This design comes from an exercise in tuning for small area on the open sky130 flow, not from production work.
In this exercise RTL edits were held to simulation tests only and were not proved equivalent to the original.
No driver is modelled on the clock port, so clock power and skew are understated where the tree is cut down; a real chip needs a root buffer or a tree.
No activity file was given, so power comes from the tool's default toggle rates.

## tagged_message_frame_parser_top
module tagged_message_frame_parser_top (
    input  logic                  i_clk,
    input  logic                  i_rst_n,
    input  logic                  i_byte_valid,
    output logic                  i_byte_ready,
    input  logic [TAG_W-1:0]      i_byte_in_byte,
    output logic                  o_res_valid,
    input  logic                  o_res_ready,
    output logic [KIND_W-1:0]     o_res_kind,
    output logic [WORD_W-1:0]     o_res_src_id,
    output logic [WORD_W-1:0]     o_res_dest_id,
    output logic [OPC_W-1:0]      o_res_opcode,
    output logic [SIZE_W-1:0]     o_res_packet_len,
    output logic [SIZE_W-1:0]     o_res_message_len,
    output logic [TAG_W-1:0]      o_res_msg_byte,
    output logic                  o_res_last,
    output logic [ERR_W-1:0]      o_res_error_code,
    input  logic                  i_psel,
    input  logic                  i_penable,
    input  logic                  i_pwrite,
    input  logic [APB_ADDR_W-1:0] i_paddr,
    input  logic [APB_DATA_W-1:0] i_pwdata,
    output logic [APB_DATA_W-1:0] o_prdata,
    output logic                  o_pready
);
Size: about 810 cells after synthesis, ~130 flip-flops, roughly 220 I/O pins.
export LEC_CHECK = 0
export ABC_AREA = 1
export CAP_MARGIN = 20
export CORE_MARGIN = 2
export CORE_UTILIZATION = 40
export SLEW_MARGIN = 20
create_clock -name core_clock -period 5.0 [get_ports {i_clk}]
standard.sh (not shown) runs the stock make flow with config.mk's settings and CLKGATE_MAP_FILE= SYNTH_SCRIPT=/design/flow/synth_recipe.tcl, a recipe that flattens the netlist after the stock synthesis.
==> flow/flow/run.sh <==
#!/bin/bash
# Own layout flow: the standard ORFS flow with a few extra ORFS settings
# appended to the standard flow's config.mk:
#  - port buffers use the smallest buffer (buf_1) instead of the default pick
#  - CTS with small clock buffers and no dummy loads
#  - power recovery (gate downsizing) after global routing
# Each tool's output goes to the ORFS logs under orfs/logs; make's own output
# goes to flow_make.log here.
set -euo pipefail
W=$PWD
cp config.mk own_config.mk
cat "$W/flow/extra.mk" >> own_config.mk
sed "s#DESIGN_CONFIG=[^ ]*#DESIGN_CONFIG=$W/own_config.mk#" standard.sh > own_standard.sh
bash own_standard.sh > flow_make.log 2>&1
cp -r orfs/logs flow_logs || true
==> flow/flow/extra.mk <==
export BUFFER_PORTS_ARGS = -buffer_cell sky130_fd_sc_hd__buf_1
export CTS_ARGS = -sink_clustering_enable -repair_clock_nets -dont_use_dummy_load -buf_list {sky130_fd_sc_hd__clkbuf_4 sky130_fd_sc_hd__clkbuf_8}
export RECOVER_POWER = 100
The first run reached the layout checks and failed them: capacitance limit, slew limit.
Edit:
==> flow/run.sh (new file) <==
#!/bin/bash
# synth_recipe.tcl (not shown) runs the flow's synth.tcl, then flattens the netlist and writes it again
# the make line also repeats each setting of config.mk as NAME=value (left out here)
make -C /OpenROAD-flow-scripts/flow DESIGN_CONFIG=/design/flow/config.mk WORK_HOME=/design/flow/orfs CLKGATE_MAP_FILE= SYNTH_SCRIPT=/design/flow/synth_recipe.tcl finish
--- a/flow/config.mk
+++ b/flow/config.mk
@@ -8 +7,0 @@
-export ABC_AREA = 1
removed: flow/flow/run.sh
removed: flow/flow/extra.mk
removed: flow/standard.sh
With this change the flow completed with no timing, DRC or antenna violations.
Sequential share of layout area came out lower by 8.2 points.
Clock power rose by 91%.
Hold slack improved by 25 ps.
Non-clock buffer count came out higher by 18.
Total power is higher by 32%.
Cell area increases by 22%.
Via count is lower by 6.7%.
Setup slack is worse by 480 ps.
Final cell count falls by 14%.
Global-route usage goes up by 1.5 points.

========
## lane 5
tagged_message_frame_parser_top, a different RTL version from the one above (not shown whole).
For scale: about 520 cells after synthesis, about 130 flip-flops, ~220 I/O pins.
// tagged_message_frame_parser_top
module tagged_message_frame_parser_top (
    input  logic                  i_clk,
    input  logic                  i_rst_n,
    input  logic                  i_byte_valid,
    output logic                  i_byte_ready,
    input  logic [TAG_W-1:0]      i_byte_in_byte,
    output logic                  o_res_valid,
    input  logic                  o_res_ready,
    output logic [KIND_W-1:0]     o_res_kind,
    output logic [WORD_W-1:0]     o_res_src_id,
    output logic [WORD_W-1:0]     o_res_dest_id,
    output logic [OPC_W-1:0]      o_res_opcode,
    output logic [SIZE_W-1:0]     o_res_packet_len,
    output logic [SIZE_W-1:0]     o_res_message_len,
    output logic [TAG_W-1:0]      o_res_msg_byte,
    output logic                  o_res_last,
    output logic [ERR_W-1:0]      o_res_error_code,
    input  logic                  i_psel,
    input  logic                  i_penable,
    input  logic                  i_pwrite,
    input  logic [APB_ADDR_W-1:0] i_paddr,
    input  logic [APB_DATA_W-1:0] i_pwdata,
    output logic [APB_DATA_W-1:0] o_prdata,
    output logic                  o_pready
);
Settings: LEC_CHECK=0, ABC_AREA=1, CAP_MARGIN=20, CORE_MARGIN=2, CORE_UTILIZATION=80, SLEW_MARGIN=20; clock period 5.0 ns.
==> flow/flow/run.sh <==
#!/bin/bash
# Own layout flow: the standard ORFS flow (standard.sh) with
#  - a copy of ORFS's scripts folder whose abc_area.script is replaced by
#    flow/abc_area.script (a stronger area mapping; registers are mapped by
#    dfflibmap as before, so their names and cells are unchanged);
#  - cts.tcl in that copy builds the clock tree with flow/manual_cts.tcl
#    (a root buffer driving 8 leaf buffers, each at the centre of a balanced
#    cluster of flip-flops) instead of clock_tree_synthesis;
#  - extra ORFS settings from flow/extra.mk appended to the standard flow's config.mk
#    (port buffers use buf_1, one tie cell per constant instead of one per load).
# make's output goes to flow_make.log here; ORFS writes each step's log under
# orfs/logs, copied to flow_logs/ at the end.
set -euo pipefail
W=$PWD
rm -rf "$W/orfs_scripts"
cp -r "$FLOW_HOME/scripts" "$W/orfs_scripts"
cp "$W/flow/abc_area.script" "$W/orfs_scripts/abc_area.script"
grep -q '^log_cmd clock_tree_synthesis {\*}\$cts_args$' "$W/orfs_scripts/cts.tcl"
sed -i "s#^log_cmd clock_tree_synthesis {\*}\\\$cts_args\$#source $W/flow/manual_cts.tcl; manual_cts sky130_fd_sc_hd__clkbuf_8 8 sky130_fd_sc_hd__clkbuf_4#" "$W/orfs_scripts/cts.tcl"
grep -q 'manual_cts sky130' "$W/orfs_scripts/cts.tcl"
cp config.mk own_config.mk
cat "$W/flow/extra.mk" >> own_config.mk
sed -e "s#DESIGN_CONFIG=[^ ]*#DESIGN_CONFIG=$W/own_config.mk SCRIPTS_DIR=$W/orfs_scripts#" standard.sh > own_standard.sh
status=0
bash own_standard.sh > flow_make.log 2>&1 || status=$?
cp -r orfs/logs flow_logs || true
exit $status
==> flow/flow/extra.mk <==
export BUFFER_PORTS_ARGS = -buffer_cell sky130_fd_sc_hd__buf_1
export SKIP_REPAIR_TIE_FANOUT = 1
Other scripts of this flow, unchanged in this note and not shown: flow/flow/abc_area.script, flow/flow/manual_cts.tcl
### lane 5 -> lane 1
Settings: CORE_UTILIZATION now 65, was 80.
-- flow/flow/extra.mk --
<<< lane 5, line 3
>>> lane 1, line 3
export DONT_USE_CELLS = sky130_fd_sc_hd__buf_4 sky130_fd_sc_hd__buf_6 sky130_fd_sc_hd__buf_8 sky130_fd_sc_hd__buf_12 sky130_fd_sc_hd__buf_16
export MIN_BUF_CELL_AND_PORTS = sky130_fd_sc_hd__buf_1 A X
Results
What ended lane 1 was a tool error in synthesis; the run never finished.
In lane 5 the design's own scripts or RTL, not TritonCTS, make the clock network.

re-timing with driven ports:
In the flow no input, the clock included, has a driving cell. The finished layouts below were timed again as built, in two steps. Step 1, drivers: a clkbuf_16 drives i_clk and a buf_2 each remaining input, both assumed. Step 2 also shifts input and output timing later by t, the mid clock arrival at the registers, as if the neighbouring blocks saw the same clock. Three values: no drivers, after step 1, after step 2; two values: the first two.
| run | t (ns) | setup WS [ns] | pins driven straight from the clock port |
|---|---|---|---|
| the first run of note 1 | 0.469 | 0.651 / 0.612 / 0.985 | 1 |
| the second run of note 1 | 0.464 | 0.176 / 0.131 / 0.525 | 1 |
| lane 5 | 0.524 | 0.141 / 0.102 / 0.577 | 1 |
